This is an optimization exercise on Yosys and OpenROAD, whose aim is small area, a short achievable clock period and few clock cycles, not a production implementation. The RTL was checked by simulation tests, not by an equivalence proof against the original design. No activity file was given, so power comes from the tool's default toggle rates.

==> flow/design.v <==
`timescale 1ns/1ps
`default_nettype none
module reg_file (
    input  wire        clock,
    input  wire        reset,
    input  wire [4:0]  rd_addr_a,
    input  wire [4:0]  rd_addr_b,
    input  wire        wr_en,
    input  wire [4:0]  wr_addr,
    input  wire [31:0] wr_data,
    output logic [31:0] rd_data_a,
    output logic [31:0] rd_data_b
);
    logic [31:0] regs [1:31];
    logic [31:1] valid;
    always_ff @(posedge clock or posedge reset) begin
        if (reset) begin
            valid <= '0;
        end else if (wr_en && wr_addr != 5'd0) begin
            valid[wr_addr] <= 1'b1;
        end
    end
    always_ff @(posedge clock) begin
        if (wr_en && wr_addr != 5'd0) begin
            regs[wr_addr] <= wr_data;
        end
    end
    logic [31:1] sel_a;
    logic [31:1] sel_b;
    always_comb begin
        rd_data_a = 32'd0;
        rd_data_b = 32'd0;
        for (int i = 1; i < 32; i++) begin
            sel_a[i]  = (rd_addr_a == 5'(i)) && valid[i];
            sel_b[i]  = (rd_addr_b == 5'(i)) && valid[i];
            rd_data_a = rd_data_a | (regs[i] & {32{sel_a[i]}});
            rd_data_b = rd_data_b | (regs[i] & {32{sel_b[i]}});
        end
    end
endmodule
`default_nettype wire
`timescale 1ns/1ps
`default_nettype none
module mips_core #(
    parameter [31:0] RESET_PC = 32'h0000_0000
) (
    input  wire         clock,
    input  wire         reset,
    output logic [31:0] pc,
    input  wire  [31:0] inst,
    output logic        mem_read,
    output logic        mem_write,
    output logic [31:0] addr,
    output logic [31:0] din,
    input  wire  [31:0] dout
);
    logic [31:2] pc_q;
    logic [5:0]  opcode;
    logic [5:0]  funct;
    logic [4:0]  rs;
    logic [4:0]  rt;
    logic [4:0]  rd;
    logic [31:0] imm_ext;
    assign opcode  = inst[31:26];
    assign rs      = inst[25:21];
    assign rt      = inst[20:16];
    assign rd      = inst[15:11];
    assign funct   = inst[5:0];
    assign imm_ext = {{16{inst[15]}}, inst[15:0]};
    logic is_rtype, is_add, is_sub, is_and, is_or, is_slt;
    logic is_addi, is_lw, is_sw, is_beq;
    logic d_reg_write;
    logic [4:0] d_dest;
    logic d_use_imm;
    logic d_sub;
    assign is_rtype = (opcode == 6'h00);
    assign is_add   = is_rtype && (funct == 6'h20);
    assign is_sub   = is_rtype && (funct == 6'h22);
    assign is_and   = is_rtype && (funct == 6'h24);
    assign is_or    = is_rtype && (funct == 6'h25);
    assign is_slt   = is_rtype && (funct == 6'h2a);
    assign is_addi  = (opcode == 6'h08);
    assign is_lw    = (opcode == 6'h23);
    assign is_sw    = (opcode == 6'h2b);
    assign is_beq   = (opcode == 6'h04);
    assign d_dest      = is_rtype ? rd : rt;
    assign d_reg_write = (is_add || is_sub || is_and || is_or || is_slt || is_addi || is_lw)
                      && (d_dest != 5'd0);
    assign d_use_imm   = is_addi || is_lw || is_sw;
    assign d_sub       = is_sub || is_slt;
    logic        x_valid;       
    logic        x_reg_write;
    logic        x_lw;
    logic        x_sw;
    logic        x_beq;
    logic        x_pred;        
    logic [4:0]  x_dest;
    logic        x_sub;         
    logic        x_use_imm;     
    logic [1:0]  x_sel;         
    logic [31:0] x_a;
    logic [31:0] x_rt;          
    logic [15:0] x_imm;
    logic [31:2] x_alt_pc;      
    logic [31:0] alu;           
    logic        m_reg_write;
    logic        m_lw;
    logic        m_sw;
    logic [4:0]  m_dest;
    logic [31:0] m_res;
    logic [31:0] m_sd;
    logic [31:0] m_result;      
    assign m_result = m_lw ? dout : m_res;
    logic [31:0] rf_a;
    logic [31:0] rf_b;
    reg_file i_reg_file (
        .clock     (clock),
        .reset     (reset),
        .rd_addr_a (rs),
        .rd_addr_b (rt),
        .wr_en     (m_reg_write),
        .wr_addr   (m_dest),
        .wr_data   (m_result),
        .rd_data_a (rf_a),
        .rd_data_b (rf_b)
    );
    logic        x_wr_live;
    logic        fwd_x_a;
    logic        fwd_x_b;
    logic [31:0] rs_val;
    logic [31:0] rt_val;
    assign x_wr_live = x_valid && x_reg_write;
    assign fwd_x_a   = x_wr_live && x_dest == rs;
    assign fwd_x_b   = x_wr_live && x_dest == rt;
    assign rs_val = fwd_x_a ? alu
                  : (m_reg_write && m_dest == rs) ? m_result : rf_a;
    assign rt_val = fwd_x_b ? alu
                  : (m_reg_write && m_dest == rt) ? m_result : rf_b;
    logic stall;
    assign stall = x_valid && x_lw && x_reg_write && (x_dest == rs || x_dest == rt);
    logic        pred;
    logic [31:2] pc_plus_4;
    logic [31:2] target;
    logic        mispredict;
    assign pred      = is_beq && inst[15] && !stall;
    assign pc_plus_4 = pc_q + 30'd1;
    assign target    = pc_plus_4 + imm_ext[29:0];
    always_ff @(posedge clock or posedge reset) begin
        if (reset) begin
            pc_q <= RESET_PC[31:2];
        end else if (mispredict) begin
            pc_q <= x_alt_pc;
        end else if (!stall) begin
            pc_q <= pred ? target : pc_plus_4;
        end
    end
    assign pc = {pc_q, 2'b00};
    always_ff @(posedge clock or posedge reset) begin
        if (reset) begin
            x_valid <= 1'b0;
        end else begin
            x_valid <= !mispredict && !stall;
        end
    end
    always_ff @(posedge clock) begin
        x_reg_write <= d_reg_write;
        x_lw        <= is_lw;
        x_sw        <= is_sw;
        x_beq       <= is_beq;
        x_pred      <= pred;
        x_dest      <= d_dest;
        x_sub       <= d_sub;
        x_sel       <= is_and ? 2'd1 : is_or ? 2'd2 : is_slt ? 2'd3 : 2'd0;
        x_a         <= rs_val;
        x_use_imm   <= d_use_imm;
        x_rt        <= rt_val;
        x_imm       <= inst[15:0];
        x_alt_pc    <= pred ? pc_plus_4 : target;
    end
    logic [31:0] x_b;           
    logic [31:0] sum;
    logic        lt;
    assign x_b = x_use_imm ? {{16{x_imm[15]}}, x_imm} : (x_rt ^ {32{x_sub}});
    assign sum = x_a + x_b + {31'd0, x_sub};
    assign lt  = (x_a[31] == x_b[31]) ? x_a[31] : sum[31];
    always_comb begin
        case (x_sel)
            2'd1:    alu = x_a & x_b;
            2'd2:    alu = x_a | x_b;
            2'd3:    alu = {31'd0, lt};
            default: alu = sum;
        endcase
    end
    assign mispredict = x_valid && x_beq && ((x_a == x_rt) != x_pred);
    always_ff @(posedge clock or posedge reset) begin
        if (reset) begin
            m_reg_write <= 1'b0;
            m_lw        <= 1'b0;
            m_sw        <= 1'b0;
        end else begin
            m_reg_write <= x_valid && x_reg_write;
            m_lw        <= x_valid && x_lw;
            m_sw        <= x_valid && x_sw;
        end
    end
    always_ff @(posedge clock) begin
        m_dest <= x_dest;
        m_res  <= alu;
        m_sd   <= x_rt;
    end
    assign mem_read  = m_lw;
    assign mem_write = m_sw;
    assign addr      = m_res;
    assign din       = m_sd;
endmodule
`default_nettype wire
==> flow/flow/run.sh <==
#!/bin/bash
# Own layout flow: the standard ORFS flow (standard.sh), all steps and the
# standard synthesis, with two changes passed as make variables:
#  - the port buffers start as buf_1 instead of the delay cell buffer_ports
#    picks (repair resizes them where timing needs it);
#  - CTS uses clkbuf_8 only and inserts no dummy loads.
# The make output goes to flow_make.log; each ORFS step logs under orfs/logs/.
set -euo pipefail
bash standard.sh \
  "BUFFER_PORTS_ARGS=-buffer_cell sky130_fd_sc_hd__buf_1" \
  "CTS_ARGS=-sink_clustering_enable -repair_clock_nets -dont_use_dummy_load -buf_list sky130_fd_sc_hd__clkbuf_8" \
  finish > flow_make.log 2>&1
==> flow/standard.sh <==
#!/bin/bash
# synth_recipe.tcl (not shown) runs the flow's synth.tcl, then flattens the netlist and writes it again
# the make line also repeats each setting of config.mk as NAME=value (left out here)
make -C /OpenROAD-flow-scripts/flow DESIGN_CONFIG=/design/flow/config.mk WORK_HOME=/design/flow/orfs CLKGATE_MAP_FILE= SYNTH_SCRIPT=/design/flow/synth_recipe.tcl "${@:-finish}"
==> flow/config.mk <==
export PLATFORM = sky130hd
export DESIGN_NAME = mips_core
export DESIGN_NICKNAME = mips_core
export VERILOG_FILES = /design/flow/design.v
export SDC_FILE = /design/flow/constraint.sdc
export NUM_CORES = 4
export LEC_CHECK = 0
export ABC_CLOCK_PERIOD_IN_PS = 2000
export CAP_MARGIN = 20
export CORE_MARGIN = 2
export CORE_UTILIZATION = 30
export PLACE_DENSITY = 0.45
export SETUP_SLACK_MARGIN = 4
export SLEW_MARGIN = 20
==> flow/constraint.sdc <==
create_clock -name core_clock -period 7.5 [get_ports {clock}]
set_input_delay 1.5000 -clock core_clock [delete_from_list [all_inputs] [get_ports {clock}]]
set_output_delay 1.5000 -clock core_clock [all_outputs]
set_load 0.01 [all_outputs]
==> summary.md, run 1 <==
| Metric | Value |
|---|---|
| Status | complete, no violations |
| Synth area leader | edfxtp_1 |
| Syn Inst Count | ~4500 |
| Syn Area/Cell | around 13 sq um |
| Sequential fraction of the synthesis area | 0.624 |
| Dominant synthesized flop cell | edfxtp_1 |
| VDD IR max | roughly 0.17 mV |
| Hold_sp | x_dest[1]$_DFF_P_ |
| Unique masters post-synth | 85 |
| Area share of the largest cell type after synthesis | 0.527 |
| Post-synthesis mux area share | 0.00974 |
| Tcrit/Tclk final | 0.507 |
| Post-Synth Simple-Gate Area | 0.0869 |
| Synth Warn # | 2 |
| Worst reg2reg startpoint | m_reg_write$_DFF_PP0_ |
| Register-to-Register Path Depth | 3 |
| DIE AREA | approximately 190000 sq um |
| Clock buffer depth | 3 |
| DRC viols | 0 |
| CTS tree | yes |
| Crit path max fanout | 17 |
| Vias in the first global route | 45913 |
| Compound-Gate Fraction of Synth Area | 0.196 |
| Number of flops mapped to enable cells by yosys | between 900 and 1000 |
| Crit path kind | input pin to flop |
| Post-Route Setup TNS | 0 ps |
| Reg2Reg Capture Point | i_reg_file.regs[24][26]$_DFFE_PP_ |
| Clk_skew | 100 ps |
| Slew Limit Fails | 0 |
| Post-DR wirelength/cell | between 40 and 50 microns |
| Max Freq | roughly 260 MHz |
| Worst-Margin Slew | between 1000 and 1500 ps |
| Setup slack, reg-to-reg | 3760 ps |
| Reg clk slew, reported paths | approximately 60 ps |
| Final setup viols | 0 |
| Port Buffer Count | 161 |
| Setup slack after layout | 3700 ps |
| WHS | 389 ps |
| DR iter-0 viols | around 10000 |
| Synth Area in Adders | 0.0245 |
| Worst hold path cell count | 0 |
| Initial Utilization | 0.301 |
| CP required | 8380 ps |
| Largest family of logic cells by synthesized area | compound AO/OA/AOI/OAI gates |
| Ys async rst share | 0.0520 |
| DIE HEIGHT | 438 microns |
| Final design utilization | 0.355 |
| Gr usage total | 0.307 |
| Seq cells post-synth | 1250 |
| WP data arrival | between 4000 and 5000 ps |
| Clock Latency Late Sink | 980 ps |
| Total area of sequential cells | roughly 35000 sq um |
| Fin crit period | about 3800 ps |
| Num CTS Buffers | between 200 and 250 |
| Final-layout fill cell count | 18342 |
| Final wirelength | 309 mm |
| Cts hold-fix bufs | 0 |
| Die X | between 400 and 500 microns |
| Root Buffer | clkbuf_8 |
| Drt via density | 6.76 |
| Pre-CTS setup slack | roughly 2400 ps |
| Area Overhead vs Synth | 17.7% |
| Non-filler cells in the finished layout | 7321 |
| First-pass GRT wire length | between 400 and 500 mm |
| Final-stage net count | roughly 5000 |
| DP Wirelength | between 150 and 200 mm |
| Vias | 49488 |
| Xor/xnor share of the synthesized area | 0.0251 |
| Post-route cell area | about 67000 sq um |
| Most common cell in the synthesized netlist | edfxtp_1 |
| Total gr overflow | 0 |
| Area post-placement | 60400 sq um |
| Max Cap Viol | 0 |
| Top cells by area, synth | edfxtp_1 53%, a22oi_1 7.7%, dfxtp_1 6.8%, dfrtp_1 2.9%, a221oi_1 2.7% |
| CP endpoint kind | flop |
| Hold EP | m_dest[1]$_DFF_P_ |
| Io pins | between 150 and 200 |
| H-tree depth | 4 |
| Placed cell count | between 6000 and 7000 |
| Initial DRT Pass Iterations | 14 |
| Largest net degree at the start of global routing | 66 |
| HP Class | flop to flop |
| Mapped Area | 56500 sq um |
| Total power | ~16 mW |
| Final antenna-violating net count | 0 |
| Routability cong. | 0.932 |
| Final hold viol count | 0 |
| Worst slew margin | 0.175 |
| Most common library cells after synthesis | 992 x edfxtp_1, 578 x a22oi_1, 262 x nor2_1 |
| Clock sinks | 1250 |
| Pwr Density | approximately 240 nW/um^2 |
| Multi-input gate area | between 20000 and 25000 sq um |
| Startpoint Class | input pin |
| Leakage | 23.0 nW |
| RSZ-0062 raised after global routing | true |
| Worst setup path start | inst[23] |
| Layout cell share with drive strength beyond 1 | 0.191 |
| Initial antenna violation count | 14 |
| Core area | about 190000 sq um |
| Rows | approximately 160 |
-- layer usage --
| metal | GRT usage | vias to the layer above | routed length [microns] |
|---|---|---|---|
| li1 | - | 18484 | - |
| met1 | 0.406 | 24627 | 115000 |
| met2 | 0.431 | 4925 | 123000 |
| met3 | 0.110 | 1441 | 46100 |
| met4 | 0.182 | 11 | 24400 |
| met5 | 0 | - | 147 |
-- layout by cell type, fill, tap and decap left out, types with 58 or more instances in the layout --
master / count
xnor2_1: 58
nand3_1: 147
a222oi_1: 64
buf_4: 204
buf_1: 153
inv_1: 133
clkbuf_8: 207
dfxtp_1: 178
nor2_1: 208
edfxtp_1: 992
nand2_1: 139
a22o_1: 170
xor2_1: 76
a221oi_1: 171
a21oi_1: 172
nand4_1: 121
ha_1: 64
a22oi_1: 572
-- power breakdown --
part / switching [mW] / leakage [nW] / internal, mW / total (mW)
clock: 2.61 / 1.49 / 2.41 / 5.02
sequential: 0.244 / 11.5 / 7.78 / 8.03
combinational: 1.56 / 9.99 / 1.17 / 2.73
-- kinds of logic (layout without fill, tap and decap cells) --
family | Yosys count | after routing
other | 1 | 11
XOR/XNOR | 162 | 162
AO/OA/AOI/OAI | 1480 | 1480
AND/OR/NAND/NOR | 977 | 980
buffers and inverters | 484 | 784
multiplexers | 50 | 50
flip-flops | 1250 | 1250
adder cells (fa/ha/maj) | 109 | 109
-- worst max-delay path, cell delays in order --
cell	delay [ps]
buf_2	280
nor3b_4	650
and3_4	520
buf_6	470
buf_4	350
a22oi_1	140
nand4_1	160
nor4_1	70
a21oi_1	270
nor2_1	90
a21oi_1	130
-- cell type report --
| type | instances | share of cell area |
|---|---|---|
| diodes | 9 | 0.000339 |
| clock buffers | 207 | 0.0428 |
| inverters | 144 | 0.00820 |
| multi-input cells | 2783 | 0.324 |
| flip-flops and latches | 1250 | 0.531 |
| well taps | 2495 | 0.0469 |
| repair buffers | 433 | 0.0466 |
-- sequential cells by signal, indices dropped and copies added, names as in the netlist, 2 cells and up --
signal            flops
x_imm                16
i_reg_file.valid     31
x_a                  32
m_dest                5
x_sel                 2
m_res                32
pc_q                 30
x_alt_pc             30
x_dest                5
x_rt                 32
m_sd                 32
i_reg_file.regs     992
-- how the worst max path moves through the flow --
stage                            to  slack [ps]
2_1_floorplan  pc_q[28]$_DFFE_PP0P_        3920
3_3_place_gp       x_rt[17]$_DFF_P_        2450
3_5_place_dp       x_rt[17]$_DFF_P_        2430
4_1_cts            x_rt[21]$_DFF_P_        3850
5_1_grt            x_rt[21]$_DFF_P_        3750
6_report             x_a[4]$_DFF_P_        3700
-- what timing repair did --
action / in CTS / in global routing
endpoints found under the setup margin: 164 / 140
cloned: 2 / 3
buffers inserted: 77 / 52
pin swaps: 78 / 101
resized for setup: 259 / 218
Testbench counts, summed over its fixed seeds: cycles 176,560.
==> run 2, diff against run 1 <==
--- a/flow/config.mk
+++ b/flow/config.mk
@@ -6,9 +6,9 @@
 export NUM_CORES = 4
 export LEC_CHECK = 0
-export ABC_CLOCK_PERIOD_IN_PS = 2000
+export ABC_CLOCK_PERIOD_IN_PS = 3000
 export CAP_MARGIN = 20
 export CORE_MARGIN = 2
-export CORE_UTILIZATION = 30
-export PLACE_DENSITY = 0.45
+export CORE_UTILIZATION = 35
+export PLACE_DENSITY = 0.5
 export SETUP_SLACK_MARGIN = 4
 export SLEW_MARGIN = 20
==> run 2 against run 1 <==
Effect of this change:
- still clean
- sequential share of layout area shrank 0.12 points
- combinational power is 3% higher
- fmax shrank 2.3%
- routed wire length decreased by 2.3%
- clock skew is 65 ps higher
- clock power shrank 2%
- via count up 0.35%
- register-to-register slack barely moved
- setup slack lost 88 ps
- non-clock buffer count increased by 67
- flip-flop and latch count is the same
==> summary.md, run 2 <==
| Metric | Value |
|---|---|
| Clock sinks | 1250 (unchanged) |
| Seq cells post-synth | 1250 (unchanged) |
| Final hold viol count | 0 (unchanged) |
| Routability cong. | 0.952 (was 0.932) |
| Final-layout fill cell count | 15122 (was 18342) |
| Layout cell share with drive strength beyond 1 | 0.203 (was 0.191) |
| WP data arrival | 4730 ps (was 4680 ps) |
| Status | complete, no violations (unchanged) |
| Commonest cells after routing, fill and taps aside | 992 x edfxtp_1, 571 x a22oi_1, 280 x buf_4 (was 992 x edfxtp_1, 572 x a22oi_1, 208 x nor2_1) |
| Startpoint Class | input pin (unchanged) |
| CTS tree | yes (unchanged) |
| Most common cell in the synthesized netlist | edfxtp_1 (unchanged) |
| Most common cell after layout, fill and taps aside | edfxtp_1 (unchanged) |
| Post-Route Setup TNS | 0 ps (unchanged) |
| Mapped Area | 56500 sq um (unchanged) |
| Sequential fraction of the synthesis area | 0.624 (unchanged) |
| Final setup viols | 0 (unchanged) |
| Clk_skew | 165 ps (was 100 ps) |
| Clock Latency Late Sink | 1040 ps (was 980 ps) |
| H-tree depth | 4 (unchanged) |
| Initial Utilization | 0.352 (was 0.301) |
| Pwr Density | 237 nW/um^2 (about the same) |
| Met2 routed WL | 118 mm (was 123 mm) |
| VDD IR max | 0.200 mV (was 0.171 mV) |
| Io pins | 164 (unchanged) |
| Unique masters post-synth | 85 (unchanged) |
| Pre-CTS setup slack | 2090 ps (was 2430 ps) |
| Dominant synthesized flop cell | edfxtp_1 (unchanged) |
| Tcrit/Tclk final | 0.519 (was 0.507) |
| Area Overhead vs Synth | 18.0% (was 17.7%) |
| Final antenna-violating net count | 0 (unchanged) |
| Post-route cell area | 66700 sq um (was 66500 sq um) |
| Largest register FFs | 992 (unchanged) |
| Crit path kind | input pin to flop (unchanged) |
| Crit path largest cell delay | 600 ps (was 650 ps) |
| DIE HEIGHT | 406 microns (was 438 microns) |
| Num CTS Buffers | 201 (was 207) |
| CP delay by family, top | simple AND/OR/NAND/NOR gates (unchanged) |
| CP cell instances | clkbuf_2 -> nor2_4 -> and3_2 -> buf_6 -> a22o_1 -> a221oi_1 -> nand4_1 -> nor3_1 -> a21oi_1 -> nor2_1 -> a21oi_1 -> a31o_2 (was buf_2 -> nor3b_4 -> and3_4 -> buf_6 -> buf_4 -> a22oi_1 -> nand4_1 -> nor4_1 -> a21oi_1 -> nor2_1 -> a21oi_1) |
| Final-stage net count | 5058 (was 4994) |
| Worst slew margin | 0.185 (was 0.175) |
| Leakage | 23.3 nW (was 23.0 nW) |
| Most common library cells after synthesis | 992 x edfxtp_1, 578 x a22oi_1, 262 x nor2_1 (unchanged) |
| DP Wirelength | 168 mm (was 176 mm) |
| Core area | 160000 sq um (was 187000 sq um) |
| Drt via density | 7.04 (was 6.76) |
| Slew Limit Fails | 0 (unchanged) |
| M1 wire length | 106 mm (was 115 mm) |
| Fin crit period | 3890 ps (was 3800 ps) |
| Rows | 147 (was 159) |
| RSZ-0062 raised after global routing | true (unchanged) |
| Root Buffer | clkbuf_8 (unchanged) |
| Gr usage total | 0.348 (was 0.307) |
| CP max-delay cell | buf_6 (was nor3b_4) |
| Max Freq | 257 MHz (was 263 MHz) |
| HP Class | flop to flop (unchanged) |
| DRC viols | 0 (unchanged) |
| WP buf/inv | 2 (was 3) |
| Number of flops mapped to enable cells by yosys | 992 (unchanged) |
| DIE AREA | 165000 sq um (was 192000 sq um) |
| Die X | 406 microns (was 438 microns) |
| Initial DRT Pass Iterations | 14 (unchanged) |
| Syn Area/Cell | 12.5 sq um (unchanged) |
| First-pass GRT wire length | 391 mm (was 403 mm) |
| Post-DR wirelength/cell | 42.7 microns (was 42.2 microns) |
| Synth area leader | edfxtp_1 (unchanged) |
| Final wirelength | 302 mm (was 309 mm) |
| WL met3 | 50.3 mm (was 46.1 mm) |
| Largest Register | i_reg_file.regs (unchanged) |
| Area share of the largest cell type after synthesis | 0.527 (unchanged) |
| CP most frequent cell | a21oi_1 (unchanged) |
| Largest net degree at the start of global routing | 66 (unchanged) |
| CP endpoint kind | flop (unchanged) |
| Crit path max fanout | 26 (was 17) |
| Max Cap Viol | 0 (unchanged) |
| Final design utilization | 0.416 (was 0.355) |
| Ys async rst share | 0.0520 (unchanged) |
| Vias in the first global route | 45451 (was 45913) |
| CP required | 8340 ps (was 8380 ps) |
| Worst-Margin Slew | 1220 ps (was 1240 ps) |
| Reg clk slew, reported paths | 60 ps (about the same) |
| Area post-placement | 59900 sq um (was 60400 sq um) |
| Synth Warn # | 2 (unchanged) |
| Setup slack after layout | 3610 ps (was 3700 ps) |
| Vias | 49661 (was 49488) |
| Top sig layer | met5 (unchanged) |
| Initial antenna violation count | 23 (was 14) |
| Top cells by area, synth | edfxtp_1 53%, a22oi_1 7.7%, dfxtp_1 6.8%, dfrtp_1 2.9%, a221oi_1 2.7% (unchanged) |
| DR iter-0 viols | 11039 (was 9764) |
| Total gr overflow | 0 (unchanged) |
| Port Buffer Count | 161 (unchanged) |
| Syn Inst Count | 4513 (unchanged) |
| Clock buffer depth | 3 (unchanged) |
-- run 2: cell counts after synthesis --
Identical to the previous run, type by type.
-- run 2: worst paths after layout --
kind / from / endpoint / slack, ps / depth (start not counted)
setup / recovery: inst[24] / x_a[27]$_DFF_P_ / 3610 / 12
hold / removal: x_dest[2]$_DFF_P_ / m_dest[2]$_DFF_P_ / 400 / 0
setup reg to reg: x_sub$_DFF_P_ / x_a[21]$_DFF_P_ / 3750 / 15
hold reg to reg: x_dest[2]$_DFF_P_ / m_dest[2]$_DFF_P_ / 400 / 0
max in group asynchronous: reset / pc_q[7]$_DFFE_PP0P_ / 5920 / 3
min in group asynchronous: reset / i_reg_file.valid[17]$_DFFE_PP0P_ / 880 / 3
-- run 2: what timing repair did --
item | 4_1_cts | 5_1_grt
hold buffers | 0 | 0
buffers inserted | 89 | 109
gates resized for setup | 275 | 225
gates cloned | 1 | 6
setup endpoints to repair | 218 | 199
endpoints found under the hold margin | 0 | 0
pin swaps | 74 | 134
-- run 2: power breakdown --
part | internal (mW) | switching, mW
Sequential | 7.78 | 0.243
Combinational | 1.21 | 1.61
Clock | 2.34 | 2.60
-- run 2: cell type report --
cell class / count / area [sq um] / share of cell area
antenna: 17 / 42.5 / 0.000638
inverter: 144 / 551 / 0.00826
clock buffer: 201 / 2770 / 0.0415
tap: 2160 / 2700 / 0.0405
timing repair buffer: 500 / 3570 / 0.0536
sequential: 1250 / 35300 / 0.530
multi-input combinational: 2786 / 21700 / 0.326
-- run 2: stage by stage --
| stage | std cells | total power, mW | hold slack (ps) |
|---|---|---|---|
| CTS | 6926 | 15.4 | 398 |
| finish | 7058 | 15.8 | 396 |
| detailed placement | 6635 | 10.2 | 390 |
| floorplan | 4514 | 9.51 | 373 |
| global route | 7048 | 16.3 | 397 |
| global placement | 6632 | 10.2 | 389 |
-- run 2: worst reg2reg max path: stages (launching register included) --
cell and delay (ps):
dfxtp_4 440, xnor2_4 150, o21ai_4 80, fa_2 430, a211oi_4 410, o21ai_4 110
o31ai_4 300, a211oi_4 160, o31a_1 340, o21a_1 180, or3_1 310, a21o_1 190
a32oi_4 250, buf_12 160, buf_4 120, o21ai_1 60
-- run 2: kinds of logic after synthesis --
kind of cell               count (synthesis)  share of synthesized area
AOI/OAI and AO/OA                       1480                      0.196
adders and majority gates                109                     0.0245
xor gates and xnor gates                 162                     0.0251
and+or+nand+nor                          977                     0.0869
buffers and inverters                    484                     0.0337
muxes                                     50                    0.00974
DFF                                     1250                      0.624
other                                      1                  0.0000664
-- run 2: layer usage --
layer / GRT usage / vias to the layer above
met2: 0.475 / 5226
met1: 0.442 / 24252
li1: - / 18631
met5: 0.00357 / -
met3: 0.152 / 1536
met4: 0.231 / 16
==> run 3, diff against run 2 <==
--- a/flow/design.v
+++ b/flow/design.v
@@ -97,9 +97,8 @@
     logic [4:0]  x_dest;
     logic        x_sub;         
-    logic        x_use_imm;     
     logic [1:0]  x_sel;         
     logic [31:0] x_a;
-    logic [31:0] x_rt;          
-    logic [15:0] x_imm;
+    logic [31:0] x_b;           
+    logic [31:0] x_sd;          
     logic [31:2] x_alt_pc;      
     logic [31:0] alu;           
@@ -173,13 +172,10 @@
         x_sel       <= is_and ? 2'd1 : is_or ? 2'd2 : is_slt ? 2'd3 : 2'd0;
         x_a         <= rs_val;
-        x_use_imm   <= d_use_imm;
-        x_rt        <= rt_val;
-        x_imm       <= inst[15:0];
+        x_b         <= d_use_imm ? imm_ext : (d_sub ? ~rt_val : rt_val);
+        x_sd        <= rt_val;
         x_alt_pc    <= pred ? pc_plus_4 : target;
     end
-    logic [31:0] x_b;           
     logic [31:0] sum;
     logic        lt;
-    assign x_b = x_use_imm ? {{16{x_imm[15]}}, x_imm} : (x_rt ^ {32{x_sub}});
     assign sum = x_a + x_b + {31'd0, x_sub};
     assign lt  = (x_a[31] == x_b[31]) ? x_a[31] : sum[31];
@@ -192,5 +188,5 @@
         endcase
     end
-    assign mispredict = x_valid && x_beq && ((x_a == x_rt) != x_pred);
+    assign mispredict = x_valid && x_beq && ((x_a == x_b) != x_pred);
     always_ff @(posedge clock or posedge reset) begin
         if (reset) begin
@@ -207,5 +203,5 @@
         m_dest <= x_dest;
         m_res  <= alu;
-        m_sd   <= x_rt;
+        m_sd   <= x_sd;
     end
     assign mem_read  = m_lw;
--- a/flow/config.mk
+++ b/flow/config.mk
@@ -9,6 +9,6 @@
 export CAP_MARGIN = 20
 export CORE_MARGIN = 2
-export CORE_UTILIZATION = 35
-export PLACE_DENSITY = 0.5
+export CORE_UTILIZATION = 30
+export PLACE_DENSITY = 0.45
 export SETUP_SLACK_MARGIN = 4
 export SLEW_MARGIN = 20
==> run 3 against run 2 <==
Effect of this change:
- still clean
- setup slack improved by 220 ps
- register-to-register slack improved by 100 ps
- sequential share of layout area decreased by 1.2 points
- combinational power decreased by 9.9%
- die area increased by 19%
- non-clock buffer count increased by 48
- final cell count increased by 9.0%
- clock-buffer cell count increased by 6
- first-iteration DRC count decreased by 3.2%
- clock power increased by 3%
- synthesized area increased by 2.5%
- critical endpoint is now x_a[11]$_DFF_P_
==> summary.md, run 3 <==
| Metric | Value |
|---|---|
| Final setup viols | 0 (unchanged) |
| Clk_skew | 132 ps (was 165 ps) |
| Status | complete, no violations (unchanged) |
| Initial Utilization | 0.301 (was 0.352) |
| Port Buffer Count | 161 (unchanged) |
| Max Cap Viol | 0 (unchanged) |
| Largest register FFs | 992 (unchanged) |
| Post-Route Setup TNS | 0 ps (unchanged) |
| WP buf/inv | 2 (unchanged) |
| Final design utilization | 0.358 (was 0.416) |
| Ys async rst share | 0.0514 (was 0.0520) |
| Worst-Margin Slew | 1230 ps (was 1220 ps) |
| Synth area leader | edfxtp_1 (unchanged) |
| Setup slack, reg-to-reg | 3850 ps (was 3750 ps) |
| Clock Latency Late Sink | 1010 ps (was 1040 ps) |
| Sequential fraction of the synthesis area | 0.614 (was 0.624) |
| CTS tree | yes (unchanged) |
| Initial DRT Pass Iterations | 10 (was 14) |
| Leakage | 24.1 nW (was 23.3 nW) |
| Most common cell after layout, fill and taps aside | edfxtp_1 (unchanged) |
| Crit path max fanout | 17 (was 26) |
| Worst slew margin | 0.183 (was 0.185) |
| Dominant synthesized flop cell | edfxtp_1 (unchanged) |
| Largest Register | i_reg_file.regs (unchanged) |
| Final hold viol count | 0 (unchanged) |
| Cts hold-fix bufs | 0 (unchanged) |
| Final wirelength | 330 mm (was 302 mm) |
| DIE HEIGHT | 443 microns (was 406 microns) |
| Crit path kind | input pin to flop (unchanged) |
| RSZ-0062 raised after global routing | true (unchanged) |
| Rows | 161 (was 147) |
| Layout cell share with drive strength beyond 1 | 0.208 (was 0.203) |
| CP endpoint kind | flop (unchanged) |
| CP max-delay cell | a21oi_1 (was buf_6) |
| CP delay by family, top | simple AND/OR/NAND/NOR gates (unchanged) |
| Gr usage total | 0.322 (was 0.348) |
| DR iter-0 viols | 10681 (was 11039) |
| Largest net degree at the start of global routing | 66 (unchanged) |
| DRC viols | 0 (unchanged) |
| Core area | 192000 sq um (was 160000 sq um) |
| Total power | 15.7 mW (was 15.8 mW) |
| Mapped Area | 57900 sq um (was 56500 sq um) |
| H-tree depth | 4 (unchanged) |
| Reg clk slew, reported paths | 60 ps (about the same) |
| Pwr Density | 229 nW/um^2 (was 237 nW/um^2) |
| Die X | 443 microns (was 406 microns) |
| CP cell instances | clkbuf_2 -> nor2b_1 -> and3_4 -> buf_4 -> a22oi_1 -> nand4_1 -> nor4_1 -> a21oi_1 -> nor2_1 -> a21oi_1 (was clkbuf_2 -> nor2_4 -> and3_2 -> buf_6 -> a22o_1 -> a221oi_1 -> nand4_1 -> nor3_1 -> a21oi_1 -> nor2_1 -> a21oi_1 -> a31o_2) |
| Post-route cell area | 68800 sq um (was 66700 sq um) |
| Slew Limit Fails | 0 (unchanged) |
| DP Wirelength | 198 mm (was 168 mm) |
| Post-DR wirelength/cell | 42.9 microns (was 42.7 microns) |
| Startpoint Class | input pin (unchanged) |
| Area Overhead vs Synth | 18.7% (was 18.0%) |
| DIE AREA | 197000 sq um (was 165000 sq um) |
| Final-layout fill cell count | 18750 (was 15122) |
| Total gr overflow | 0 (unchanged) |
| Commonest cells after routing, fill and taps aside | 992 x edfxtp_1, 663 x a22oi_1, 340 x buf_4 (was 992 x edfxtp_1, 571 x a22oi_1, 280 x buf_4) |
| Area post-placement | 62400 sq um (was 59900 sq um) |
| Clock buffer depth | 3 (unchanged) |
| Most common cell in the synthesized netlist | edfxtp_1 (unchanged) |
| Syn Inst Count | 4732 (was 4513) |
| WP data arrival | 4520 ps (was 4730 ps) |
| Syn Area/Cell | 12.2 sq um (was 12.5 sq um) |
| Area share of the largest cell type after synthesis | 0.514 (was 0.527) |
| Most common library cells after synthesis | 992 x edfxtp_1, 667 x a22oi_1, 249 x nand2_1 (was 992 x edfxtp_1, 578 x a22oi_1, 262 x nor2_1) |
| HP Class | flop to flop (unchanged) |
| CP most frequent cell | a21oi_1 (unchanged) |
| Num CTS Buffers | 207 (was 201) |
| Final antenna-violating net count | 0 (unchanged) |
| Top cells by area, synth | edfxtp_1 51%, a22oi_1 8.6%, dfxtp_1 7.2%, dfrtp_1 2.8%, ha_1 2.3% (was edfxtp_1 53%, a22oi_1 7.7%, dfxtp_1 6.8%, dfrtp_1 2.9%, a221oi_1 2.7%) |
| Max Freq | 272 MHz (was 257 MHz) |
| Root Buffer | clkbuf_8 (unchanged) |
| Number of flops mapped to enable cells by yosys | 992 (unchanged) |
| VDD IR max | 0.163 mV (was 0.200 mV) |
| Routability cong. | 0.983 (was 0.952) |
| Clock sinks | 1265 (was 1250) |
| First-pass GRT wire length | 432 mm (was 391 mm) |
| Synth Warn # | 2 (unchanged) |
| Io pins | 164 (unchanged) |
| Seq cells post-synth | 1265 (was 1250) |
| CP required | 8350 ps (was 8340 ps) |
| Initial antenna violation count | 39 (was 23) |
| Fin crit period | 3670 ps (was 3890 ps) |
| Drt via density | 6.78 (was 7.04) |
| Final-stage net count | 5327 (was 5058) |
| Unique masters post-synth | 96 (was 85) |
| Crit path largest cell delay | 640 ps (was 600 ps) |
| Vias in the first global route | 48038 (was 45451) |
| Vias | 52182 (was 49661) |
| Tcrit/Tclk final | 0.489 (was 0.519) |
## run 3: cell types whose count changed after synthesis, moves of 30 or more
| cell | before | now |
|---|---|---|
| a21oi_1 | 205 | 150 |
| xor2_1 | 86 | 49 |
| and2_1 | 17 | 47 |
| o21ai_0 | 79 | 124 |
| and3_1 | 78 | 154 |
| nor2_1 | 262 | 219 |
| a22o_1 | 170 | 84 |
| a22oi_1 | 578 | 667 |
| clkbuf_1 | 245 | 201 |
| nand3_1 | 155 | 212 |
| a221oi_1 | 172 | 78 |
| nand2_1 | 146 | 249 |
## run 3: kinds of logic after synthesis
| group | after synthesis | synth area share |
|---|---|---|
| AOI/OAI and AO/OA | 1487 | 0.189 |
| other | 1 | 0.0000648 |
| xor gates and xnor gates | 96 | 0.0145 |
| adders and majority gates | 109 | 0.0239 |
| and+or+nand+nor | 1230 | 0.110 |
| muxes | 70 | 0.0131 |
| buffers and inverters | 474 | 0.0345 |
| DFF | 1265 | 0.614 |
## run 3: area by class of cell
type,instances,area (sq um),area share
Antenna cell,16,40.0,0.000582
Clock buffer,207,2850,0.0414
Inverter,126,477,0.00693
Multi-Input combinational cell,3004,22600,0.329
Sequential cell,1265,35600,0.518
Tap cell,2526,3160,0.0460
Timing Repair Buffer,548,4000,0.0581
## run 3: metal layers
metal | GRT usage | share of wire
met3 | 0.136 | 0.16
met2 | 0.456 | 0.40
met1 | 0.410 | 0.37
met4 | 0.180 | 0.074
met5 | 0.00928 | 0.00096
## run 3: per-stage QoR
stage	setup slack, ps	hold WS, ps	instances
floorplan	3780	310	4733
global placement	1880	311	7279
detailed placement	1770	312	7282
CTS	3880	320	7610
global route	3770	320	7681
finish	3830	319	7692
## run 3: path summary, 6_finish.rpt
check,to,cells past startpoint,from
worst max-delay path,x_a[11]$_DFF_P_,10,inst[24]
worst min-delay path,m_sd[10]$_DFF_P_,0,x_sd[10]$_DFF_P_
worst max register to register,pc_q[31]$_DFFE_PP0P_,15,pc_q[10]$_DFFE_PP0P_
worst min register to register,m_sd[10]$_DFF_P_,0,x_sd[10]$_DFF_P_
max in group asynchronous,m_reg_write$_DFF_PP0_,3,reset
min in group asynchronous,pc_q[8]$_DFFE_PP0P_,3,reset
## run 3: where the power goes
group	internal, mW	total (mW)	switching [mW]
logic	1.05	2.54	1.49
registers	7.85	8.09	0.240
clock network	2.41	5.08	2.67
total	11.3	15.7	4.41
## run 3: what timing repair did
action,4_1_cts,5_1_grt
endpoints found under the setup margin,202,131
setup buffers,114,62
gates resized for setup,265,171
pin swaps,78,69
cloned,7,3
Testbench counts of run 3, summed over its fixed seeds: cycles 176,560.
==> run 4, diff against run 3 <==
--- a/flow/design.v
+++ b/flow/design.v
@@ -26,15 +26,11 @@
         end
     end
-    logic [31:1] sel_a;
-    logic [31:1] sel_b;
+    logic [31:0] va;
+    logic [31:0] vb;
+    assign va = {valid, 1'b0};
+    assign vb = {valid, 1'b0};
     always_comb begin
-        rd_data_a = 32'd0;
-        rd_data_b = 32'd0;
-        for (int i = 1; i < 32; i++) begin
-            sel_a[i]  = (rd_addr_a == 5'(i)) && valid[i];
-            sel_b[i]  = (rd_addr_b == 5'(i)) && valid[i];
-            rd_data_a = rd_data_a | (regs[i] & {32{sel_a[i]}});
-            rd_data_b = rd_data_b | (regs[i] & {32{sel_b[i]}});
-        end
+        rd_data_a = (rd_addr_a == 5'd0) ? 32'd0 : (regs[rd_addr_a] & {32{va[rd_addr_a]}});
+        rd_data_b = (rd_addr_b == 5'd0) ? 32'd0 : (regs[rd_addr_b] & {32{vb[rd_addr_b]}});
     end
 endmodule
@@ -97,8 +93,9 @@
     logic [4:0]  x_dest;
     logic        x_sub;         
+    logic        x_use_imm;     
     logic [1:0]  x_sel;         
     logic [31:0] x_a;
-    logic [31:0] x_b;           
-    logic [31:0] x_sd;          
+    logic [31:0] x_rt;          
+    logic [15:0] x_imm;
     logic [31:2] x_alt_pc;      
     logic [31:0] alu;           
@@ -172,10 +169,13 @@
         x_sel       <= is_and ? 2'd1 : is_or ? 2'd2 : is_slt ? 2'd3 : 2'd0;
         x_a         <= rs_val;
-        x_b         <= d_use_imm ? imm_ext : (d_sub ? ~rt_val : rt_val);
-        x_sd        <= rt_val;
+        x_use_imm   <= d_use_imm;
+        x_rt        <= rt_val;
+        x_imm       <= inst[15:0];
         x_alt_pc    <= pred ? pc_plus_4 : target;
     end
+    logic [31:0] x_b;           
     logic [31:0] sum;
     logic        lt;
+    assign x_b = x_use_imm ? {{16{x_imm[15]}}, x_imm} : (x_rt ^ {32{x_sub}});
     assign sum = x_a + x_b + {31'd0, x_sub};
     assign lt  = (x_a[31] == x_b[31]) ? x_a[31] : sum[31];
@@ -188,5 +188,5 @@
         endcase
     end
-    assign mispredict = x_valid && x_beq && ((x_a == x_b) != x_pred);
+    assign mispredict = x_valid && x_beq && ((x_a == x_rt) != x_pred);
     always_ff @(posedge clock or posedge reset) begin
         if (reset) begin
@@ -203,5 +203,5 @@
         m_dest <= x_dest;
         m_res  <= alu;
-        m_sd   <= x_sd;
+        m_sd   <= x_rt;
     end
     assign mem_read  = m_lw;
==> run 4 against run 3 <==
Effect of this change:
- critical path depth grew 5
- clock skew shrank 30 ps
- final area grew 4.1%
- critical endpoint is now i_reg_file.valid[15]$_DFFE_PP0P_
- largest cell class unchanged
==> summary.md, run 4 <==
| Metric | Value |
|---|---|
| Status | complete, no violations (unchanged) |
| Ys async rst share | 0.0520 (was 0.0514) |
| Gr usage total | 0.206 (was 0.322) |
| Vias in the first global route | 39406 (was 48038) |
| Most common library cells after synthesis | 992 x edfxtp_1, 595 x mux4_2, 262 x nor2_1 (was 992 x edfxtp_1, 667 x a22oi_1, 249 x nand2_1) |
| Initial antenna violation count | 3 (was 39) |
| DRC viols | 0 (unchanged) |
| Syn Inst Count | 3921 (was 4732) |
| Register-to-Register Path Depth | 15 (unchanged) |
| Xor/xnor share of the synthesized area | 0.0218 (was 0.0145) |
| CP endpoint kind | flop (unchanged) |
| Commonest cells after routing, fill and taps aside | 992 x edfxtp_1, 595 x mux4_2, 221 x nor2_1, 221 x clkbuf_8, 181 x dfxtp_1 (was 992 x edfxtp_1, 663 x a22oi_1, 340 x buf_4) |
| CP max-delay cell | or4b_4 (was a21oi_1) |
| Top cells by area, synth | edfxtp_1 48%, mux4_2 22%, dfxtp_1 6.2%, mux2i_1 2.8%, dfrtp_1 2.6% (was edfxtp_1 51%, a22oi_1 8.6%, dfxtp_1 7.2%, dfrtp_1 2.8%, ha_1 2.3%) |
| DIE AREA | 210000 sq um (was 197000 sq um) |
| Max Freq | 280 MHz (was 272 MHz) |
| CTS tree | yes (unchanged) |
| Post-Route Setup TNS | 0 ps (unchanged) |
| Root Buffer | clkbuf_8 (unchanged) |
| Final-layout fill cell count | 19534 (was 18750) |
| Crit path largest cell delay | 560 ps (was 640 ps) |
| First-pass GRT wire length | 306 mm (was 432 mm) |
| Largest net degree at the start of global routing | 95 (was 66) |
| Clock buffer depth | 3 (unchanged) |
| Leakage | 24.1 nW (about the same) |
| DP Wirelength | 124 mm (was 198 mm) |
| Clk_skew | 102 ps (was 132 ps) |
| Post-synthesis mux area share | 0.247 (was 0.0131) |
| Slew Limit Fails | 0 (unchanged) |
| Clock sinks | 1250 (was 1265) |
| Startpoint Class | flop (was input pin) |
| Core area | 205000 sq um (was 192000 sq um) |
| Crit path max fanout | 6 (was 17) |
| Area Overhead vs Synth | 15.6% (was 18.7%) |
| Most common cell after layout, fill and taps aside | edfxtp_1 (unchanged) |
| Placed cell count | 6606 (was 7282) |
| Io pins | 164 (unchanged) |
| HP Class | flop to flop (unchanged) |
| Worst setup path start | m_dest[1]$_DFF_P_ (was inst[24]) |
| Final-stage net count | 4425 (was 5327) |
| Last element of the critical path | i_reg_file.valid[15]$_DFFE_PP0P_ (was x_a[11]$_DFF_P_) |
| Pwr Density | 233 nW/um^2 (was 229 nW/um^2) |
| Final wirelength | 219 mm (was 330 mm) |
| Synth Warn # | 2 (unchanged) |
| Fin crit period | 3570 ps (was 3670 ps) |
| VDD IR max | 0.139 mV (was 0.163 mV) |
| Worst slew margin | 0.286 (was 0.183) |
| Largest family of logic cells by synthesized area | multiplexers (was compound AO/OA/AOI/OAI gates) |
| Seq cells post-synth | 1250 (was 1265) |
| Setup slack, reg-to-reg | 3930 ps (was 3850 ps) |
| Final setup viols | 0 (unchanged) |
| Synth area leader | edfxtp_1 (unchanged) |
| DR iter-0 viols | 3471 (was 10681) |
| Cts hold-fix bufs | 0 (unchanged) |
| Reg clk slew, reported paths | 50 ps (was 60 ps) |
| Clock Latency Late Sink | 980 ps (was 1010 ps) |
| Compound-Gate Fraction of Synth Area | 0.0618 (was 0.189) |
| Post-Synth Simple-Gate Area | 0.0457 (was 0.110) |
| Mapped Area | 61900 sq um (was 57900 sq um) |
| Largest register FFs | 992 (unchanged) |
| Most common cell in the synthesized netlist | edfxtp_1 (unchanged) |
| Largest Register | i_reg_file.regs (unchanged) |
| Initial DRT Pass Iterations | 6 (was 10) |
| Initial Utilization | 0.302 (was 0.301) |
| Rows | 166 (was 161) |
| H-tree depth | 4 (unchanged) |
| Reg2Reg Capture Point | i_reg_file.valid[15]$_DFFE_PP0P_ (was pc_q[31]$_DFFE_PP0P_) |
| Worst-Margin Slew | 1040 ps (was 1230 ps) |
| Non-filler cells in the finished layout | 6939 (was 7692) |
| CP most frequent cell | nor2_4 (was a21oi_1) |
| Vias | 38660 (was 52182) |
| Die X | 458 microns (was 443 microns) |
| Pre-CTS setup slack | 1970 ps (was 1770 ps) |
| Sequential fraction of the synthesis area | 0.570 (was 0.614) |
| RSZ-0062 raised after global routing | true (unchanged) |
| Layout cell share with drive strength beyond 1 | 0.315 (was 0.208) |
| Num CTS Buffers | 217 (was 207) |
| Final antenna-violating net count | 0 (unchanged) |
| Dominant synthesized flop cell | edfxtp_1 (unchanged) |
| Setup slack after layout | 3930 ps (was 3830 ps) |
| Number of flops mapped to enable cells by yosys | 992 (unchanged) |
| DIE HEIGHT | 458 microns (was 443 microns) |
| Drt via density | 5.57 (was 6.78) |
| CP required | 8320 ps (was 8350 ps) |
| Max Cap Viol | 0 (unchanged) |
| Syn Area/Cell | 15.8 sq um (was 12.2 sq um) |
| Worst reg2reg startpoint | m_dest[1]$_DFF_P_ (was pc_q[10]$_DFFE_PP0P_) |
| Port Buffer Count | 161 (unchanged) |
| Post-DR wirelength/cell | 31.6 microns (was 42.9 microns) |
| Tcrit/Tclk final | 0.476 (was 0.489) |
| Total gr overflow | 0 (unchanged) |
| Crit path kind | flop to flop (was input pin to flop) |
| Routability cong. | 0.870 (was 0.983) |
| Synth Area in Adders | 0.0224 (was 0.0239) |
| Area share of the largest cell type after synthesis | 0.481 (was 0.514) |
| Final hold viol count | 0 (unchanged) |
| CP cell instances | inv_4 -> ha_4 -> nor2_4 -> o21ai_2 -> a21oi_1 -> a31oi_1 -> nor2_2 -> nand3_1 -> ha_1 -> or4_4 -> nor2_4 -> a41oi_2 -> nor4b_4 -> or4b_4 -> o21bai_1 (was clkbuf_2 -> nor2b_1 -> and3_4 -> buf_4 -> a22oi_1 -> nand4_1 -> nor4_1 -> a21oi_1 -> nor2_1 -> a21oi_1) |
| WP data arrival | 4400 ps (was 4520 ps) |
| WHS | 378 ps (was 319 ps) |
| Unique masters post-synth | 92 (was 96) |
[run 4: changes by cell type in the layout (fill, tap and decap cells not counted), moves of 79 or more]
cell | previous run | this run
mux2i_1 | 21 | 160
and3_1 | 110 | 6
nand2_1 | 237 | 150
nand4_1 | 115 | 16
mux4_2 | 0 | 595
buf_4 | 340 | 157
a22o_1 | 84 | 5
a22oi_1 | 663 | 10
nand3_1 | 203 | 37
[run 4: layout make-up]
type | instances | area [sq um] | share of cell area
repair buffers | 367 | 2900 | 0.0405
well taps | 2688 | 3360 | 0.0470
multi-input cells | 2252 | 26300 | 0.368
flip-flops and latches | 1250 | 35300 | 0.494
diodes | 3 | 7.51 | 0.000105
inverters | 162 | 617 | 0.00862
clock buffers | 217 | 2990 | 0.0417
[run 4: through the flow]
step,util,instance area [sq um],total power [mW]
finish,0.349,71500,16.6
global route,0.349,71500,17.4
CTS,0.345,70600,16.6
detailed placement,0.321,65800,11.2
global placement,0.321,65700,11.2
floorplan,-,62400,10.2
[run 4: worst min-delay path by stage]
stage / from / to / cells after the start
after global routing: x_rt[5]$_DFF_P_ / m_sd[5]$_DFF_P_ / 0
after detailed placement: x_rt[15]$_DFF_P_ / m_sd[15]$_DFF_P_ / 0
after global placement: x_dest[1]$_DFF_P_ / m_dest[1]$_DFF_P_ / 0
after CTS: x_rt[5]$_DFF_P_ / m_sd[5]$_DFF_P_ / 0
final: x_rt[5]$_DFF_P_ / m_sd[5]$_DFF_P_ / 0
after floorplan: x_dest[1]$_DFF_P_ / m_dest[1]$_DFF_P_ / 0
[run 4: critical path: cells and delay by family, from the launching register on]
family	cells	cell delay, ps
simple gates	7	2000
buf+inv	1	40
flops	1	370
fa+ha+maj	2	490
compound gates	5	540
[run 4: repair_timing]
item                                    4_1_cts  5_1_grt
endpoints found under the setup margin      188      132
pin swaps                                    68       73
resized for setup                           206      152
buffers inserted                             70       31
gates cloned                                 10        2
[run 4: routing by layer]
layer	part of all wire	wire length [microns]	vias to the layer above	global-route usage
li1	-	-	16212	-
met1	0.42	91300	20728	0.272
met2	0.49	107000	1332	0.345
met3	0.056	12300	386	0.0292
met4	0.039	8520	2	0.0733
met5	0.000059	13	-	0
[run 4: power breakdown]
| part | switching (mW) | total, mW | internal [mW] |
|---|---|---|---|
| registers | 0.211 | 8.17 | 7.96 |
| clock network | 2.57 | 5.09 | 2.52 |
| logic | 2.00 | 3.39 | 1.39 |
| total | 4.78 | 16.6 | 11.9 |
[run 4: kinds of logic (layout without fill, tap and decap cells)]
logic type,after synthesis,count (layout)
simple gates,619,619
mux,781,781
xor+xnor,154,154
fa+ha+maj,109,109
buf+inv,420,746
other cells,1,5
compound gates,587,587
flops,1250,1250
Testbench counts of run 4, summed over its fixed seeds: cycles 176,560.
==> run 5, diff against run 4 <==
--- a/flow/config.mk
+++ b/flow/config.mk
@@ -9,6 +9,6 @@
 export CAP_MARGIN = 20
 export CORE_MARGIN = 2
-export CORE_UTILIZATION = 30
-export PLACE_DENSITY = 0.45
+export CORE_UTILIZATION = 35
+export PLACE_DENSITY = 0.5
 export SETUP_SLACK_MARGIN = 4
 export SLEW_MARGIN = 20
==> run 5 against run 4 <==
Effect of this change:
- synthesized cell count did not move
- via count increased by 0.30%
- flip-flop and latch count is the same
- clock-buffer cell count decreased by 10
- sequential share of layout area is 0.63 points higher
- fmax rose by 0.58%
- critical path depth unchanged
- synthesized area stayed put
- routed wire length decreased by 6.5%
==> summary.md, run 5 <==
| Metric | Value |
|---|---|
| Status | complete, no violations (unchanged) |
| Initial DRT Pass Iterations | 8 (was 6) |
| CP required | 8270 ps (was 8320 ps) |
| Clock Latency Late Sink | 990 ps (was 980 ps) |
| Most common cell in the synthesized netlist | edfxtp_1 (unchanged) |
| Gate power share | 0.201 (was 0.204) |
| Mapped Area | 61900 sq um (unchanged) |
| Final-stage net count | 4423 (was 4425) |
| Initial antenna violation count | 5 (was 3) |
| Crit path kind | flop to flop (unchanged) |
| Final setup viols | 0 (unchanged) |
| Compound-Gate Fraction of Synth Area | 0.0618 (unchanged) |
| Synth Warn # | 2 (unchanged) |
| Pwr Density | 232 nW/um^2 (was 233 nW/um^2) |
| Vias in the first global route | 38977 (was 39406) |
| Setup slack after layout | 3950 ps (was 3930 ps) |
| Root Buffer | clkbuf_8 (unchanged) |
| Area Overhead vs Synth | 14.2% (was 15.6%) |
| Startpoint Class | flop (unchanged) |
| Routability cong. | 0.875 (was 0.870) |
| Leakage | 23.9 nW (was 24.1 nW) |
| Most common library cells after synthesis | 992 x edfxtp_1, 595 x mux4_2, 262 x nor2_1 (unchanged) |
| Reg clk slew, reported paths | 60 ps (was 50 ps) |
| Worst slew margin | 0.236 (was 0.286) |
| CP endpoint kind | flop (unchanged) |
| Post-Synth Simple-Gate Area | 0.0457 (unchanged) |
| HP Class | flop to flop (unchanged) |
| Largest Register | i_reg_file.regs (unchanged) |
| Layout cell share with drive strength beyond 1 | 0.305 (was 0.315) |
| Sw Ratio | 0.284 (was 0.287) |
| Largest register FFs | 992 (unchanged) |
| Largest net degree at the start of global routing | 104 (was 95) |
| Syn Inst Count | 3921 (unchanged) |
| WP data arrival | 4330 ps (was 4400 ps) |
| Final antenna-violating net count | 0 (unchanged) |
| Final design utilization | 0.402 (was 0.349) |
| Vias | 38776 (was 38660) |
| Seq cells post-synth | 1250 (unchanged) |
| Final hold viol count | 0 (unchanged) |
| Tcrit/Tclk final | 0.474 (was 0.476) |
| DIE HEIGHT | 424 microns (was 458 microns) |
| Sequential fraction of the synthesis area | 0.570 (unchanged) |
| DP Wirelength | 122 mm (was 124 mm) |
| Sw Pwr | 4.65 mW (was 4.78 mW) |
| Gr usage total | 0.223 (was 0.206) |
| Clock Power Share | 0.301 (was 0.305) |
| Post-Route Setup TNS | 0 ps (unchanged) |
| CTS tree | yes (unchanged) |
| Initial Utilization | 0.352 (was 0.302) |
| Clock sinks | 1250 (unchanged) |
| Xor/xnor share of the synthesized area | 0.0218 (unchanged) |
| Ys async rst share | 0.0520 (unchanged) |
| Post-synthesis mux area share | 0.247 (unchanged) |
| Unique masters post-synth | 92 (unchanged) |
| Top cells by area, synth | edfxtp_1 48%, mux4_2 22%, dfxtp_1 6.2%, mux2i_1 2.8%, dfrtp_1 2.6% (unchanged) |
| DR iter-0 viols | 3899 (was 3471) |
| Num CTS Buffers | 207 (was 217) |
| DRC viols | 0 (unchanged) |
| Rows | 154 (was 166) |
| Post-route cell area | 70700 sq um (was 71500 sq um) |
| Cts hold-fix bufs | 0 (unchanged) |
| Slew Limit Fails | 0 (unchanged) |
| RSZ-0062 raised after global routing | true (unchanged) |
| Clock buffer depth | 3 (unchanged) |
| Internal | 11.7 mW (was 11.9 mW) |
| Syn Area/Cell | 15.8 sq um (unchanged) |
| Total gr overflow | 0 (unchanged) |
| Total power | 16.4 mW (was 16.6 mW) |
| Area post-placement | 65500 sq um (was 65800 sq um) |
| Max Cap Viol | 0 (unchanged) |
| Largest family of logic cells by synthesized area | multiplexers (unchanged) |
| Max Freq | 282 MHz (was 280 MHz) |
| Core area | 176000 sq um (was 205000 sq um) |
| Post-DR wirelength/cell | 31.1 microns (was 31.6 microns) |
| Area share of the largest cell type after synthesis | 0.481 (unchanged) |
| Synth area leader | edfxtp_1 (unchanged) |
| Fin crit period | 3550 ps (was 3570 ps) |
| Most common cell after layout, fill and taps aside | edfxtp_1 (unchanged) |
| DIE AREA | 180000 sq um (was 210000 sq um) |
| Pre-CTS setup slack | 2260 ps (was 1970 ps) |
| Clk_skew | 142 ps (was 102 ps) |
| Dominant synthesized flop cell | edfxtp_1 (unchanged) |
| Seq pwr share | 0.497 (was 0.491) |
| Port Buffer Count | 161 (unchanged) |
| Io pins | 164 (unchanged) |
| Drt via density | 5.88 (was 5.57) |
| H-tree depth | 4 (unchanged) |
| Final wirelength | 205 mm (was 219 mm) |
| Number of flops mapped to enable cells by yosys | 992 (unchanged) |
| Crit path max fanout | 5 (was 6) |
| Commonest cells after routing, fill and taps aside | 992 x edfxtp_1, 595 x mux4_2, 223 x nor2_1 (was 992 x edfxtp_1, 595 x mux4_2, 221 x nor2_1, 221 x clkbuf_8, 181 x dfxtp_1) |
| Synth Area in Adders | 0.0224 (unchanged) |
| Die X | 424 microns (was 458 microns) |
| VDD IR max | 0.146 mV (was 0.139 mV) |
| Worst-Margin Slew | 1110 ps (was 1040 ps) |
| First-pass GRT wire length | 287 mm (was 306 mm) |
run 5: cell counts after synthesis:
No cell type changed its count.
run 5: routing by layer:
layer  global-route usage  routed length [microns]  part of all wire  vias up
li1                     -                        -                 -    16207
met1                0.296                    84500              0.41    20676
met2                0.366                    98700              0.48     1504
met3               0.0347                    12800             0.062      387
met4               0.0907                     8650             0.042        2
met5                    0                       11          0.000054        -
run 5: kinds of logic after synthesis:
| logic type | after synthesis |
|---|---|
| AOI/OAI and AO/OA | 587 |
| and+or+nand+nor | 619 |
| buffers and inverters | 420 |
| muxes | 781 |
| xor gates and xnor gates | 154 |
| other | 1 |
| DFF | 1250 |
| adders and majority gates | 109 |
run 5: critical path, cell delays in order, from the launching register on:
cell and delay (ps):
dfxtp_4 360, inv_4 40, ha_4 160, nor2_4 80, o21ai_1 70, a21oi_1 130, a31oi_1 70, nor2_2 250
nand2_1 110, ha_1 320, or4_4 530, nor2_4 90, a41oi_2 130, nor4b_4 350, or4b_4 570, o21bai_1 160
run 5: power by group through the flow:
stage	Combinational [mW]	Sequential, mW	Clock (mW)
2_1_floorplan	1.94	8.26	0
3_5_place_dp	2.83	8.30	0
3_3_place_gp	2.81	8.29	0
5_1_grt	3.57	8.16	5.33
6_report	3.30	8.14	4.93
4_1_cts	3.08	8.15	5.06
run 5: worst paths after layout:
check / from / to / slack, ps / depth (start not counted)
max: m_dest[0]$_DFF_P_ / i_reg_file.valid[31]$_DFFE_PP0P_ / 3950 / 15
min: x_dest[3]$_DFF_P_ / m_dest[3]$_DFF_P_ / 390 / 0
max reg2reg: m_dest[0]$_DFF_P_ / i_reg_file.valid[31]$_DFFE_PP0P_ / 3950 / 15
min reg2reg: x_dest[3]$_DFF_P_ / m_dest[3]$_DFF_P_ / 390 / 0
max in group asynchronous: reset / pc_q[6]$_DFFE_PP0P_ / 5960 / 3
min in group asynchronous: reset / pc_q[25]$_DFFE_PP0P_ / 860 / 3
run 5: stage by stage:
stage | hold WS [ps] | instances
finish | 389 | 6590
global route | 394 | 6589
CTS | 393 | 6530
detailed placement | 388 | 6266
global placement | 387 | 6264
floorplan | 366 | 3922
run 5: layout make-up:
type,count,area (sq um)
clock buffers,207,2850
flip-flops and latches,1250,35300
fillers,16060,105000
diodes,4,10.0
well taps,2340,2930
multi-input cells,2253,26100
inverters,162,616
repair buffers,374,2850
run 5: timing repair:
action | 4_1_cts | 5_1_grt
setup buffers | 54 | 51
resized for setup | 160 | 138
setup endpoints to repair | 172 | 119
pin swaps | 49 | 76
gates cloned | 3 | 5
==> run 6, diff against run 5 <==
--- a/flow/config.mk
+++ b/flow/config.mk
@@ -11,4 +11,4 @@
 export CORE_UTILIZATION = 35
 export PLACE_DENSITY = 0.5
-export SETUP_SLACK_MARGIN = 4
+export SETUP_SLACK_MARGIN = 4.3
 export SLEW_MARGIN = 20
==> run 6 against run 5 <==
Effect of this change:
- fmax grew 0.73%
- sequential power is essentially flat
- via count grew 2.1%
- sequential share of layout area shrank 2.1 points
- non-clock buffer count grew 111
- critical path depth grew 1
- setup slack gained 26 ps
- combinational power grew 19%
- largest cell class unchanged
- synthesized cell count is the same
- routed wire length grew 4.6%
- hold slack lost 9.9 ps
- first-iteration DRC count grew 2.0%
==> summary.md, run 6 <==
| Metric | Value |
|---|---|
| Post-DR wirelength/cell | 31.9 microns (was 31.1 microns) |
| Post-Route Setup TNS | 0 ps (unchanged) |
| DIE HEIGHT | 424 microns (unchanged) |
| Largest net degree at the start of global routing | 95 (was 104) |
| Gate power share | 0.230 (was 0.201) |
| Clk_skew | 111 ps (was 142 ps) |
| Die X | 424 microns (unchanged) |
| Ys async rst share | 0.0520 (unchanged) |
| Seq cells post-synth | 1250 (unchanged) |
| Sequential fraction of the synthesis area | 0.570 (unchanged) |
| Final setup viols | 0 (unchanged) |
| Most common cell in the synthesized netlist | edfxtp_1 (unchanged) |
| Sw Ratio | 0.289 (was 0.284) |
| Initial antenna violation count | 2 (was 5) |
| Largest Register | i_reg_file.regs (unchanged) |
| Clock Latency Late Sink | 980 ps (was 990 ps) |
| Drt via density | 5.90 (was 5.88) |
| Dominant synthesized flop cell | edfxtp_1 (unchanged) |
| Max Freq | 284 MHz (was 282 MHz) |
| Rows | 154 (unchanged) |
| Largest register FFs | 992 (unchanged) |
| Final hold viol count | 0 (unchanged) |
| Final-layout fill cell count | 15765 (was 16060) |
| Status | complete, no violations (unchanged) |
| Worst slew margin | 0.245 (was 0.236) |
| Number of flops mapped to enable cells by yosys | 992 (unchanged) |
| Area Overhead vs Synth | 19.2% (was 14.2%) |
| DP Wirelength | 119 mm (was 122 mm) |
| Layout cell share with drive strength beyond 1 | 0.367 (was 0.305) |
| Area post-placement | 65600 sq um (was 65500 sq um) |
| Syn Inst Count | 3921 (unchanged) |
| Root Buffer | clkbuf_8 (unchanged) |
| Most common cell after layout, fill and taps aside | edfxtp_1 (unchanged) |
| Area share of the largest cell type after synthesis | 0.481 (unchanged) |
| Slew Limit Fails | 0 (unchanged) |
| Port Buffer Count | 161 (unchanged) |
| Vias | 39585 (was 38776) |
| DR iter-0 viols | 3978 (was 3899) |
| Num CTS Buffers | 208 (was 207) |
| Io pins | 164 (unchanged) |
| CP endpoint kind | flop (unchanged) |
| CP max-delay cell | or4_1 (was or4b_4) |
| Max Cap Viol | 0 (unchanged) |
| Clock buffer depth | 3 (unchanged) |
| Core area | 176000 sq um (unchanged) |
| CP required | 8310 ps (was 8270 ps) |
| Syn Area/Cell | 15.8 sq um (unchanged) |
| Initial DRT Pass Iterations | 7 (was 8) |
| Synth Warn # | 2 (unchanged) |
| Total power | 17.0 mW (was 16.4 mW) |
| Top cells by area, synth | edfxtp_1 48%, mux4_2 22%, dfxtp_1 6.2%, mux2i_1 2.8%, dfrtp_1 2.6% (unchanged) |
| Seq pwr share | 0.479 (was 0.497) |
| Clock Power Share | 0.291 (was 0.301) |
| WHS | 380 ps (was 389 ps) |
| Crit path kind | flop to flop (unchanged) |
| Crit path max fanout | 5 (unchanged) |
| Leakage | 25.0 nW (was 23.9 nW) |
| Unique masters post-synth | 92 (unchanged) |
| First-pass GRT wire length | 298 mm (was 287 mm) |
| CTS tree | yes (unchanged) |
| Pwr Density | 231 nW/um^2 (was 232 nW/um^2) |
| Final antenna-violating net count | 0 (unchanged) |
| Routability cong. | 0.912 (was 0.875) |
| H-tree depth | 4 (unchanged) |
| Mapped Area | 61900 sq um (unchanged) |
| Crit path largest cell delay | 490 ps (was 570 ps) |
| Initial Utilization | 0.352 (unchanged) |
| Internal | 12.1 mW (was 11.7 mW) |
| Vias in the first global route | 39745 (was 38977) |
| Reg clk slew, reported paths | 60 ps (about the same) |
| DIE AREA | 180000 sq um (unchanged) |
| Clock sinks | 1250 (unchanged) |
| Final-stage net count | 4537 (was 4423) |
| Post-route cell area | 73800 sq um (was 70700 sq um) |
| Most common library cells after synthesis | 992 x edfxtp_1, 595 x mux4_2, 262 x nor2_1 (unchanged) |
| Sw Pwr | 4.92 mW (was 4.65 mW) |
| RSZ-0062 raised after global routing | true (unchanged) |
| WP data arrival | 4340 ps (was 4330 ps) |
| VDD IR max | 0.177 mV (was 0.146 mV) |
| Fin crit period | 3530 ps (was 3550 ps) |
| Gr usage total | 0.232 (was 0.223) |
| Tcrit/Tclk final | 0.470 (was 0.474) |
| Startpoint Class | flop (unchanged) |
| Synth area leader | edfxtp_1 (unchanged) |
| HP Class | flop to flop (unchanged) |
| Total gr overflow | 0 (unchanged) |
| Worst-Margin Slew | 1100 ps (was 1110 ps) |
| DRC viols | 0 (unchanged) |
| CP cell instances | buf_12 -> xnor2_4 -> o21ai_4 -> fa_2 -> inv_2 -> fa_2 -> nor2b_2 -> o31a_1 -> o31ai_4 -> buf_6 -> a21o_1 -> buf_6 -> a21oi_4 -> or4_1 -> o2111a_2 -> a21oi_2 (was inv_4 -> ha_4 -> nor2_4 -> o21ai_1 -> a21oi_1 -> a31oi_1 -> nor2_2 -> nand2_1 -> ha_1 -> or4_4 -> nor2_4 -> a41oi_2 -> nor4b_4 -> or4b_4 -> o21bai_1) |
| Final wirelength | 214 mm (was 205 mm) |
| Commonest cells after routing, fill and taps aside | 992 x edfxtp_1, 595 x mux4_2, 211 x buf_4 (was 992 x edfxtp_1, 595 x mux4_2, 223 x nor2_1) |
-- run 6: repair_timing --
item,CTS,global route
buffers inserted,137,74
resized for setup,384,231
setup endpoints to repair,234,150
pin swaps,142,172
endpoints found under the hold margin,0,0
cloned,15,7
hold buffers,0,0
-- run 6: worst max-delay path, delay by kind of cell (launching register included) --
family / cells / cell delay (ps)
adders and majority gates: 2 / 570
buffers and inverters: 4 / 530
and+or+nand+nor: 2 / 540
DFF: 1 / 420
AOI/OAI and AO/OA: 7 / 1260
xor gates and xnor gates: 1 / 120
-- run 6: routing by layer --
layer  track usage  share of wire  vias to the layer above
li1              -              -                    16449
met1         0.321           0.42                    21191
met2         0.371           0.47                     1569
met3        0.0329          0.068                      376
met4        0.0855          0.037                        0
met5             0              0                        -
-- run 6: cells by family (layout without fill, tap and decap cells) --
logic type | count (synthesis) | in the layout | synth area share
flip-flops | 1250 | 1250 | 0.570
other | 1 | 7 | 0.0000606
buffers and inverters | 420 | 855 | 0.0311
AO/OA/AOI/OAI | 587 | 589 | 0.0618
AND/OR/NAND/NOR | 619 | 620 | 0.0457
adder cells (fa/ha/maj) | 109 | 109 | 0.0224
multiplexers | 781 | 781 | 0.247
XOR/XNOR | 154 | 154 | 0.0218
-- run 6: metrics by stage --
step | worst slack (ps) | util | cells
2_1_floorplan | 3770 | - | 3922
3_3_place_gp | 2220 | 0.373 | 6254
3_5_place_dp | 2290 | 0.373 | 6258
4_1_cts | 4030 | 0.409 | 6618
5_1_grt | 3820 | 0.419 | 6704
6_report | 3970 | 0.419 | 6705
-- run 6: cell type report --
class,instances,area (sq um),share of cell area
Antenna cell,5,12.5,0.000170
Clock buffer,208,2860,0.0388
Inverter,162,624,0.00846
Multi-Input combinational cell,2255,27600,0.375
Sequential cell,1250,35300,0.479
Tap cell,2340,2930,0.0397
Timing Repair Buffer,485,4370,0.0593
-- run 6: power by group through the flow --
stage	clock network, mW	registers (mW)	logic, mW
global placement	0	8.30	2.89
detailed placement	0	8.30	2.90
floorplan	0	8.27	2.00
finish	4.95	8.14	3.92
global route	5.36	8.16	4.19
CTS	5.08	8.13	3.47
-- run 6: path summary, 6_finish.rpt --
check                             startpoint                   end  slack (ps)  cells after the start
max                            x_sub$_DFF_P_       x_a[18]$_DFF_P_        3970                     16
min                        x_dest[1]$_DFF_P_     m_dest[1]$_DFF_P_         380                      0
max reg2reg                    x_sub$_DFF_P_       x_a[18]$_DFF_P_        3970                     16
min reg2reg                x_dest[1]$_DFF_P_     m_dest[1]$_DFF_P_         380                      0
max in group asynchronous              reset  pc_q[10]$_DFFE_PP0P_        5930                      3
min in group asynchronous              reset  pc_q[18]$_DFFE_PP0P_         550                      2

static timing again, ports no longer ideal:
The results above use ideal ports. As a check the final layouts listed here were re-extracted and re-timed, cells and wires unchanged.
Step 1 (the two cells are an assumption about what drives the block):
set clk [get_ports {clock}]
set_driving_cell -lib_cell sky130_fd_sc_hd__clkbuf_16 $clk
set_driving_cell -lib_cell sky130_fd_sc_hd__buf_2 [delete_from_list [all_inputs] $clk]
Step 2 also shifts input and output timing later by t, the mid clock arrival at the registers, as if the neighbouring blocks saw the same clock.
a / b / c = ideal / step 1 / step 2; a / b = the first two.
| run | t (ns) | setup WS [ns] | pins driven straight from the clock port |
|---|---|---|---|
| run 1 | 1.016 | 3.695 / 3.757 / 2.741 | 1 |
| run 2 | 1.044 | 3.608 / 3.655 / 2.611 | 1 |
| run 3 | 1.028 | 3.829 / 3.821 / 2.793 | 1 |
| run 4 | 0.996 | 3.927 / 3.927 / 3.021 | 1 |
| run 5 | 1.011 | 3.948 / 3.948 / 3.022 | 1 |
| run 6 | 0.998 | 3.973 / 3.973 / 3.110 | 1 |
After both steps setup and hold are still met in every run listed. The setup slack of run 3, which loses most, moves by -0.008 ns with the drivers and by -1.036 ns with both steps.
